This is an optimization exercise on Yosys and OpenROAD, whose aim is small area, not a production implementation. Function was checked by simulation only, so behaviour that the tests miss may differ from the original. Power is estimated from default activity; no workload was simulated.

### flow/design.v
package frame_buf_pkg;
   typedef logic [1:0] buf_idx_t;
   localparam buf_idx_t WR_IDX_RST  = 2'd0;
   localparam buf_idx_t RDY_IDX_RST = 2'd1;
   localparam buf_idx_t RD_IDX_RST  = 2'd2;
   function automatic integer frame_depth(input integer leds, input integer bytes_per_led);
      frame_depth = leds * bytes_per_led;
   endfunction
   function automatic integer addr_bits(input integer depth);
      addr_bits = (depth > 1) ? $clog2(depth) : 1;
   endfunction
endpackage
module sdp_ram_bank (
   input  logic [3:0] i_d0,
   input  logic       i_s0,
   input  logic [3:0] i_d1,
   input  logic       i_s1,
   input  logic [3:0] i_d2,
   input  logic       i_s2,
   output logic [3:0] o_n      
);
   assign o_n = ~((i_d0 & {4{i_s0}}) | (i_d1 & {4{i_s1}}) | (i_d2 & {4{i_s2}}));
endmodule
module sdp_ram_cell (
   input  logic [3:0] i_q,
   input  logic       i_we,
   input  logic [3:0] i_dn,
   input  logic       i_hold,
   output logic [3:0] o_d
);
   assign o_d = ~((i_q | {4{i_we}}) & (i_dn | {4{i_hold}}));
endmodule
module triple_frame_buffer #(
   parameter int LEDS          = 64,
   parameter int BYTES_PER_LED = 3,
   parameter int DEPTH         = frame_buf_pkg::frame_depth(LEDS, BYTES_PER_LED),
   parameter int ADDR_WIDTH    = frame_buf_pkg::addr_bits(DEPTH),
   parameter int DROP_WIDTH    = 8
) (
   input  logic                  i_clk,
   input  logic                  i_rst,
   input  logic                  i_wr_en,
   input  logic [ADDR_WIDTH-1:0] i_wr_addr,
   input  logic [7:0]            i_wr_data,
   input  logic                  i_wr_commit,
   input  logic                  i_rd_frame_start,
   input  logic [ADDR_WIDTH-1:0] i_rd_addr,
   output logic [7:0]            o_rd_data,
   output logic                  o_rd_valid,
   output logic                  o_rd_new,
   output logic                  o_wr_oob,
   output logic [DROP_WIDTH-1:0] o_drop_count
);
   localparam logic [ADDR_WIDTH:0] DEPTH_EXT = (ADDR_WIDTH + 1)'(DEPTH);
   localparam int LO_BITS = (ADDR_WIDTH > 3) ? 3 : ADDR_WIDTH;
   localparam int N_LO    = 1 << LO_BITS;
   localparam int N_HI    = (DEPTH + N_LO - 1) / N_LO;
   localparam int N_LEAF  = (DEPTH + 2) / 3;
   frame_buf_pkg::buf_idx_t              r_wr_idx;
   frame_buf_pkg::buf_idx_t              r_rdy_idx;
   frame_buf_pkg::buf_idx_t              r_rd_idx;
   logic                  r_fresh;
   logic                  r_rd_valid;
   logic                  r_rd_new;
   logic                  r_wr_oob;
   logic [DROP_WIDTH-1:0] r_drop_count;
   logic                  r_par;        
   logic [7:0]            r_rd_data;
   logic                  w_wr_in_range;
   logic                  w_rd_in_range;
   logic                  w_wr_ok;
   logic                  w_commit;
   logic                  w_start;
   assign w_wr_in_range = ({1'b0, i_wr_addr} < DEPTH_EXT);
   assign w_rd_in_range = ({1'b0, i_rd_addr} < DEPTH_EXT);
   assign w_wr_ok       = i_wr_en && w_wr_in_range;
   assign w_commit      = i_wr_commit;
   assign w_start       = i_rd_frame_start;
   logic [N_HI-1:0]  w_wr_hi [3];    
   logic [N_LO-1:0]  w_wr_lo;        
   logic [N_LO-1:0]  w_wr_lo_nr;     
   logic [DEPTH-1:0] w_we    [3];
   logic [DEPTH-1:0] w_hold  [3];
   logic [7:0]       w_wdata_n;
   always_comb begin
      for (int l = 0; l < N_LO; l++) begin
         w_wr_lo[l]    = (i_wr_addr[LO_BITS-1:0] == LO_BITS'(l));
         w_wr_lo_nr[l] = w_wr_lo[l] && !i_rst;
      end
      for (int b = 0; b < 3; b++) begin
         for (int h = 0; h < N_HI; h++) begin
            w_wr_hi[b][h] = w_wr_ok && (r_wr_idx == 2'(b)) &&
                            (i_wr_addr[ADDR_WIDTH-1:LO_BITS] == (ADDR_WIDTH-LO_BITS)'(h));
         end
         for (int a = 0; a < DEPTH; a++) begin
            w_we[b][a]   = w_wr_hi[b][a / N_LO] && w_wr_lo[a % N_LO];
            w_hold[b][a] = !(w_wr_hi[b][a / N_LO] && w_wr_lo_nr[a % N_LO]);
         end
      end
   end
   assign w_wdata_n = i_wr_data ^ {8{r_par}};
   logic [3*DEPTH*8-1:0] r_mem;
   logic [3*DEPTH*8-1:0] w_mem_next;
   for (genvar b = 0; b < 3; b++) begin : g_wbank
      for (genvar a = 0; a < DEPTH; a++) begin : g_byte
         for (genvar n = 0; n < 2; n++) begin : g_nib
            sdp_ram_cell u_cell (
               .i_q    (r_mem[(b*DEPTH + a)*8 + 4*n +: 4]),
               .i_we   (w_we[b][a]),
               .i_dn   (w_wdata_n[4*n +: 4]),
               .i_hold (w_hold[b][a]),
               .o_d    (w_mem_next[(b*DEPTH + a)*8 + 4*n +: 4])
            );
         end
      end
   end
   always_ff @(posedge i_clk) r_mem <= w_mem_next;
   logic [N_HI-1:0]     w_rd_hi;
   logic [N_LO-1:0]     w_rd_lo;
   logic [3*N_LEAF-1:0] w_rsel;
   logic [7:0]          w_bank_q [3];
   logic [7:0]          w_rd_raw;
   always_comb begin
      for (int l = 0; l < N_LO; l++)
         w_rd_lo[l] = (i_rd_addr[LO_BITS-1:0] == LO_BITS'(l));
      for (int h = 0; h < N_HI; h++)
         w_rd_hi[h] = w_rd_in_range &&
                      (i_rd_addr[ADDR_WIDTH-1:LO_BITS] == (ADDR_WIDTH-LO_BITS)'(h));
      w_rsel = '0;
      for (int a = 0; a < DEPTH; a++)
         w_rsel[a] = w_rd_hi[a / N_LO] && w_rd_lo[a % N_LO];
   end
   logic [7:0] w_byte [3][3*N_LEAF];
   always_comb begin
      for (int b = 0; b < 3; b++)
         for (int a = 0; a < 3*N_LEAF; a++)
            w_byte[b][a] = (a < DEPTH) ? r_mem[(b*DEPTH + a)*8 +: 8] : 8'h00;
   end
   for (genvar b = 0; b < 3; b++) begin : g_bank
      logic [7:0] w_leaf_n [N_LEAF];
      for (genvar i = 0; i < N_LEAF; i++) begin : g_leaf
         for (genvar n = 0; n < 2; n++) begin : g_nib
            sdp_ram_bank u_leaf (
               .i_d0 (w_byte[b][3*i][4*n +: 4]),
               .i_s0 (w_rsel[3*i]),
               .i_d1 (w_byte[b][3*i+1][4*n +: 4]),
               .i_s1 (w_rsel[3*i+1]),
               .i_d2 (w_byte[b][3*i+2][4*n +: 4]),
               .i_s2 (w_rsel[3*i+2]),
               .o_n  (w_leaf_n[i][4*n +: 4])
            );
         end
      end
      always_comb begin
         w_bank_q[b] = 8'h00;
         for (int i = 0; i < N_LEAF; i++)
            w_bank_q[b] = w_bank_q[b] | ~w_leaf_n[i];
      end
   end
   always_comb begin
      w_rd_raw = 8'h00;
      for (int b = 0; b < 3; b++)
         w_rd_raw = w_rd_raw | (w_bank_q[b] & {8{r_rd_idx == 2'(b)}});
   end
   always_ff @(posedge i_clk or posedge i_rst) begin
      if (i_rst) begin
         r_wr_idx     <= frame_buf_pkg::WR_IDX_RST;
         r_rdy_idx    <= frame_buf_pkg::RDY_IDX_RST;
         r_rd_idx     <= frame_buf_pkg::RD_IDX_RST;
         r_fresh      <= 1'b0;
         r_rd_valid   <= 1'b0;
         r_rd_new     <= 1'b0;
         r_wr_oob     <= 1'b0;
         r_drop_count <= '0;
         r_par        <= 1'b0;
         r_rd_data    <= 8'h00;
      end else begin
         r_rd_new  <= 1'b0;
         r_wr_oob  <= i_wr_en && !w_wr_in_range;
         r_par     <= !r_par;
         r_rd_data <= w_rd_raw ^ {8{w_rd_in_range && r_par}};
         if (w_commit && w_start) begin
            r_rd_idx   <= r_wr_idx;
            r_wr_idx   <= r_rd_idx;
            r_fresh    <= 1'b0;
            r_rd_valid <= 1'b1;
            r_rd_new   <= 1'b1;
         end else if (w_commit) begin
            r_wr_idx  <= r_rdy_idx;
            r_rdy_idx <= r_wr_idx;
            r_fresh   <= 1'b1;
         end else if (w_start && r_fresh) begin
            r_rd_idx   <= r_rdy_idx;
            r_rdy_idx  <= r_rd_idx;
            r_fresh    <= 1'b0;
            r_rd_valid <= 1'b1;
            r_rd_new   <= 1'b1;
         end
         if (w_commit && r_fresh && (r_drop_count != '1)) begin
            r_drop_count <= r_drop_count + 1'b1;
         end
      end
   end
   assign o_rd_data    = r_rd_data;
   assign o_rd_valid   = r_rd_valid;
   assign o_rd_new     = r_rd_new;
   assign o_wr_oob     = r_wr_oob;
   assign o_drop_count = r_drop_count;
endmodule
### flow/run.sh
#!/bin/bash
# synth_recipe.tcl (not shown) runs the flow's synth.tcl, then flattens the netlist and writes it again
# the make line also repeats each setting of config.mk as NAME=value (left out here)
make -C /OpenROAD-flow-scripts/flow DESIGN_CONFIG=/design/flow/config.mk WORK_HOME=/design/flow/orfs CLKGATE_MAP_FILE= SYNTH_SCRIPT=/design/flow/synth_recipe.tcl finish
### flow/config.mk
export PLATFORM = sky130hd
export DESIGN_NAME = triple_frame_buffer
export DESIGN_NICKNAME = triple_frame_buffer
export VERILOG_FILES = /design/flow/design.v
export SDC_FILE = /design/flow/constraint.sdc
export NUM_CORES = 4
export LEC_CHECK = 0
export CAP_MARGIN = 20
export CORE_MARGIN = 2
export CORE_UTILIZATION = 45
export CTS_CLUSTER_DIAMETER = 100
export CTS_CLUSTER_SIZE = 25
export SLEW_MARGIN = 20
export SYNTH_HIERARCHICAL = 1
### flow/constraint.sdc
create_clock -name core_clock -period 7.0 [get_ports {i_clk}]
set_input_delay 1.4000 -clock core_clock [delete_from_list [all_inputs] [get_ports {i_clk}]]
set_output_delay 1.4000 -clock core_clock [all_outputs]
set_load 0.01 [all_outputs]
==> summary.md <==
| Metric | Value |
|---|---|
| CP startpoint | i_rd_addr[2] |
| Share of layout cells above drive strength 1 | 6.45% |
| Hold wc startpoint | r_mem[311]$_DFF_P_ |
| Starting density of the core | 45.3% |
| Post-layout min period | 6.30 ns |
| Fin. max-slew vios | 0 |
| Drt total wl | 657 mm |
| Clock buffers created by TritonCTS | 209 |
| Final setup vio count | 0 |
| Initial antenna violation count | 32 |
| Core Util, Final | 50.1% |
| Standard-cell rows | 210 |
| Leak pwr | 55.8 nW |
| Crit path cell chain | clkdlybuf4s50_1 > nor2_1 > nand2_2 > buf_4 > nor2_2 > buf_4 > a222oi_1 > nand4_1 > nor4_2 > nand4_1 > a22o_1 > a21oi_1 > xnor2_1 |
| Number of detailed-route iterations in the first pass | 13 |
| Final Hold Vio Count | 0 |
| Clock Sink Count | 4,635 |
| Delay of the slowest cell on the worst path | 0.92 ns |
| Post-cts resize count | 0 |
| Share of synthesized area occupied by flip-flops and latches | 62.6% |
| CP Launch Type | input pin |
| Clock Latency Late Sink | 1.03 ns |
| Maximum number of buffers from clock root to sink | 4 |
| Post-synth top flop | sky130_fd_sc_hd__dfxtp_1 |
| Share of the clock period used by the worst path | 90.1% |
| Summed negative setup slack over all endpoints | 0 ns |
| Dominant cells by area after synthesis | sky130_fd_sc_hd__dfxtp_1 62%, sky130_fd_sc_hd__o22ai_1 19%, sky130_fd_sc_hd__a222oi_1 10% |
| Worst EP required | 7.85 ns |
| Detailed-route DRC error count | 0 |
| Slack of the critical path | 0.696 ns |
| Pre-CTS WS | 0.0870 ns |
| Die Wd | 578 um |
| Instance count of the mapped netlist | 13.2k |
| Clock tree root buffer cell | sky130_fd_sc_hd__clkbuf_16 |
| Vias in the first global route | 129k |
| Register-to-Register Setup Slack | 3.14 ns |
| Cell type with the largest total area after synthesis | sky130_fd_sc_hd__dfxtp_1 |
| Highest clock frequency the design can meet | 159 MHz |
| Worst min path class | register to register |
| Largest clock skew in the final design | 0.0792 ns |
| Status | no timing/DRC/antenna violations |
| Post-detailed-route count of antenna-violating nets | 0 |
| Total power density per cell area | 263 nW/um^2 |
| Post-DR vias/cell | 7.71 |
| Number of H-tree branching levels | 4 |
| Die Outline Area | 334,000 sq um |
| Endpoint class of the critical path | register |
| Most numerous cell types in the synthesized netlist | 4,608 x sky130_fd_sc_hd__dfxtp_1, 4,608 x sky130_fd_sc_hd__o22ai_1, 1,536 x sky130_fd_sc_hd__a222oi_1, 851 x sky130_fd_sc_hd__nor2_1, 729 x sky130_fd_sc_hd__nand2_1 |
| Core footprint | 328,000 sq um |
| I/O Buffers | 47 |
| Reg-to-Reg Start | r_wr_idx[0]$_DFFE_PP0P_ |
| VDD IR-drop max | 0.225 mV |
| Sum of overflow across all layers after global routing | 0 |
| Quantity of hold-fixing buffers added after cts | 0 |
| Area added between synthesis and finish | 10.5% |
| Number of distinct library cells after synthesis | 48 |
| Fraction of post-synthesis cell area in the top cell type by area | 62.1% |
| Mean area per synthesized cell | 11.3 sq um |
| Number of buffers added for setup after CTS | 0 |
| Iter 0 DRT Violations | 30.6k |
| Count of vias placed by the detailed router | 139k |
| HPWL Detailed | 430 mm |
| Clock-pin slew reported for the worst setup and hold paths after clock tree synthesis | 0.10 ns |
| Data arrival time at the worst-slack endpoint | 7.16 ns |
| I/O Pins | 48 |
| Number of synthesis warnings | 20 |
| Number of maximum-capacitance violations | 0 |
| Register bit count reported by yosys | 4,635 |
| Post-synth EDFFs | 0 |
| Final weighted congestion in routability-driven placement | 0.994 |
| Transition time of the tightest slew-check pin | 1.30 ns |
| Unrepaired setup endpoints after global routing | no |
| Synthesized netlist net count | 13.2k |
| Synth Cell Area | 148,000 sq um |
| Die outline height | 578 um |
| First-pass GRT wire length | 932 mm |
| Gr usage total | 37.3% |
| Detail-routed net length per standard cell | 36.3 um |
| Maximum fanout count along the critical path | 24 |
| CTS tree | built |
| Number of nets in the layout | 13.7k |
| Largest net degree at the start of global routing | 145 |
| Proportion of synthesized flip-flops having asynchronous set or reset | 0.583% |
| Slowest cell on crit path | sky130_fd_sc_hd__a222oi_1 |
| Worst hold margin | 0.448 ns |
| Worst slew margin | 12.8% |
| Critical setup path kind | input pin to register |
power by group:
group	leakage (nW)	switching, mW	total (mW)	internal, mW
logic	10.6	1.33	1.88	0.554
registers	42.5	0.374	27.3	26.9
clock network	2.72	8.49	14.0	5.51
total	55.8	10.2	43.2	33.0
sequential cells by signal, indices dropped and copies added (netlist names):
name and cells:
r_fresh 1, r_wr_idx 2, r_wr_oob 1, r_rd_new 1, r_rd_valid 1, r_par 1, r_rd_idx 2, r_rdy_idx 2
r_rd_data 8, r_drop_count 8, r_mem 4608
per-layer routing:
metal  wire length [um]  GRT usage [%]
met1             243000           48.3
met2             279000           55.0
met3              81800           9.20
met4              52300           25.1
met5                143              0
modules after synthesis, one instance, submodules excluded:
module | cell area (sq um) | copies in the design | flops+latches | cells inside
triple_frame_buffer | 104000 | 1 | 4635 | 7038
sdp_ram_bank | 40.0 | 384 | 0 | 4
sdp_ram_cell | 25.0 | 1152 | 0 | 4
cells in the final DEF (no fill, tap or decap), types with 7 or more instances in the layout:
cell type	n
sky130_fd_sc_hd__nor2_8	22
sky130_fd_sc_hd__nand2_1	725
sky130_fd_sc_hd__clkdlybuf4s50_1	47
sky130_fd_sc_hd__dfxtp_1	4608
sky130_fd_sc_hd__o22ai_1	4608
sky130_fd_sc_hd__nor4_1	55
sky130_fd_sc_hd__a22oi_1	7
sky130_fd_sc_hd__nor2_4	17
sky130_fd_sc_hd__nor4_2	37
sky130_fd_sc_hd__nand4_1	409
sky130_fd_sc_hd__nand3b_1	9
sky130_fd_sc_hd__nor2_2	105
sky130_fd_sc_hd__buf_4	361
sky130_fd_sc_hd__buf_12	65
sky130_fd_sc_hd__clkbuf_16	212
sky130_fd_sc_hd__a222oi_1	1536
sky130_fd_sc_hd__xnor2_1	7
sky130_fd_sc_hd__xor2_1	8
sky130_fd_sc_hd__dfrtp_1	24
sky130_fd_sc_hd__xor2_4	8
sky130_fd_sc_hd__diode_2	18
sky130_fd_sc_hd__clkbuf_1	12
sky130_fd_sc_hd__and3_1	9
sky130_fd_sc_hd__nor2_1	742
cells by family (layout without fill, tap and decap cells):
group | count (synthesis) | after routing | share of synthesized area, %
AOI/OAI and AO/OA | 6164 | 6164 | 29.9
DFF | 4635 | 4635 | 62.6
and+or+nand+nor | 2179 | 2179 | 6.76
buffers and inverters | 175 | 723 | 0.577
xor gates and xnor gates | 23 | 23 | 0.136
muxes | 5 | 5 | 0.0346
adders and majority gates | 1 | 1 | 0.00843
other | 0 | 18 | 0
final timing paths:
path | to | cells past startpoint
max | r_rd_data[6]$_DFF_PP0_ | 13
min | r_mem[311]$_DFF_P_ | 1
max reg2reg | r_mem[3885]$_DFF_P_ | 5
min reg2reg | r_mem[311]$_DFF_P_ | 1
max in group asynchronous | r_par$_DFF_PP0_ | 4
min in group asynchronous | r_wr_oob$_DFF_PP0_ | 4
final cells by class:
| cell class | instances | area (sq um) |
|---|---|---|
| antenna | 18 | 45.0 |
| clock buffer | 225 | 5360 |
| clock inverter | 14 | 191 |
| fill | 29000 | 164000 |
| inverter | 3 | 11.3 |
| multi-input combinational | 8372 | 55500 |
| sequential | 4635 | 92900 |
| tap | 4346 | 5440 |
| timing repair buffer | 481 | 4600 |
critical path, delay by kind of cell:
kind,cells,cell delay [ns]
xor+xnor,1,0.08
buf+inv,3,1.44
simple gates,6,2.79
compound gates,3,1.38
metrics by stage:
step | power [mW] | cells | cell area [sq um]
after detailed placement | 29.7 | 17800 | 158000
after CTS | 43.1 | 18100 | 164000
after global placement | 29.6 | 17800 | 158000
final | 43.2 | 18100 | 164000
after floorplan | 28.7 | 13200 | 149000
after global routing | 44.2 | 18100 | 164000

## port drivers added, routing unchanged
The flow's constraints put no driver on any port. The routed layout listed below was extracted and timed again, unchanged, in two steps. Step 1 (the two cells are an assumption about what drives the block):
set clk [get_ports {i_clk}]
set_driving_cell -lib_cell sky130_fd_sc_hd__clkbuf_16 $clk
set_driving_cell -lib_cell sky130_fd_sc_hd__buf_2 [delete_from_list [all_inputs] $clk]
Step 2 times the ports against the registers' clock, not the clock port: input delays grow and output delays shrink by t, the midpoint of the rising clock arrivals with the driver on. a / b / c = ideal ports / drivers / drivers and shift; a / b = the first two.
t (ns): 1.082
setup WS [ns]: 0.696 / 0.759 / -0.323
hold slack, ns: 0.448 / 0.448 / 0.448
worst slew at a driven data input, ns: 0.28
cell pins on the clock port's net: 1
With both steps, setup timing fails in this run, where it was met with ideal ports. For this run, drivers alone change the setup slack by +0.063 ns; drivers and shift together by -1.019 ns.
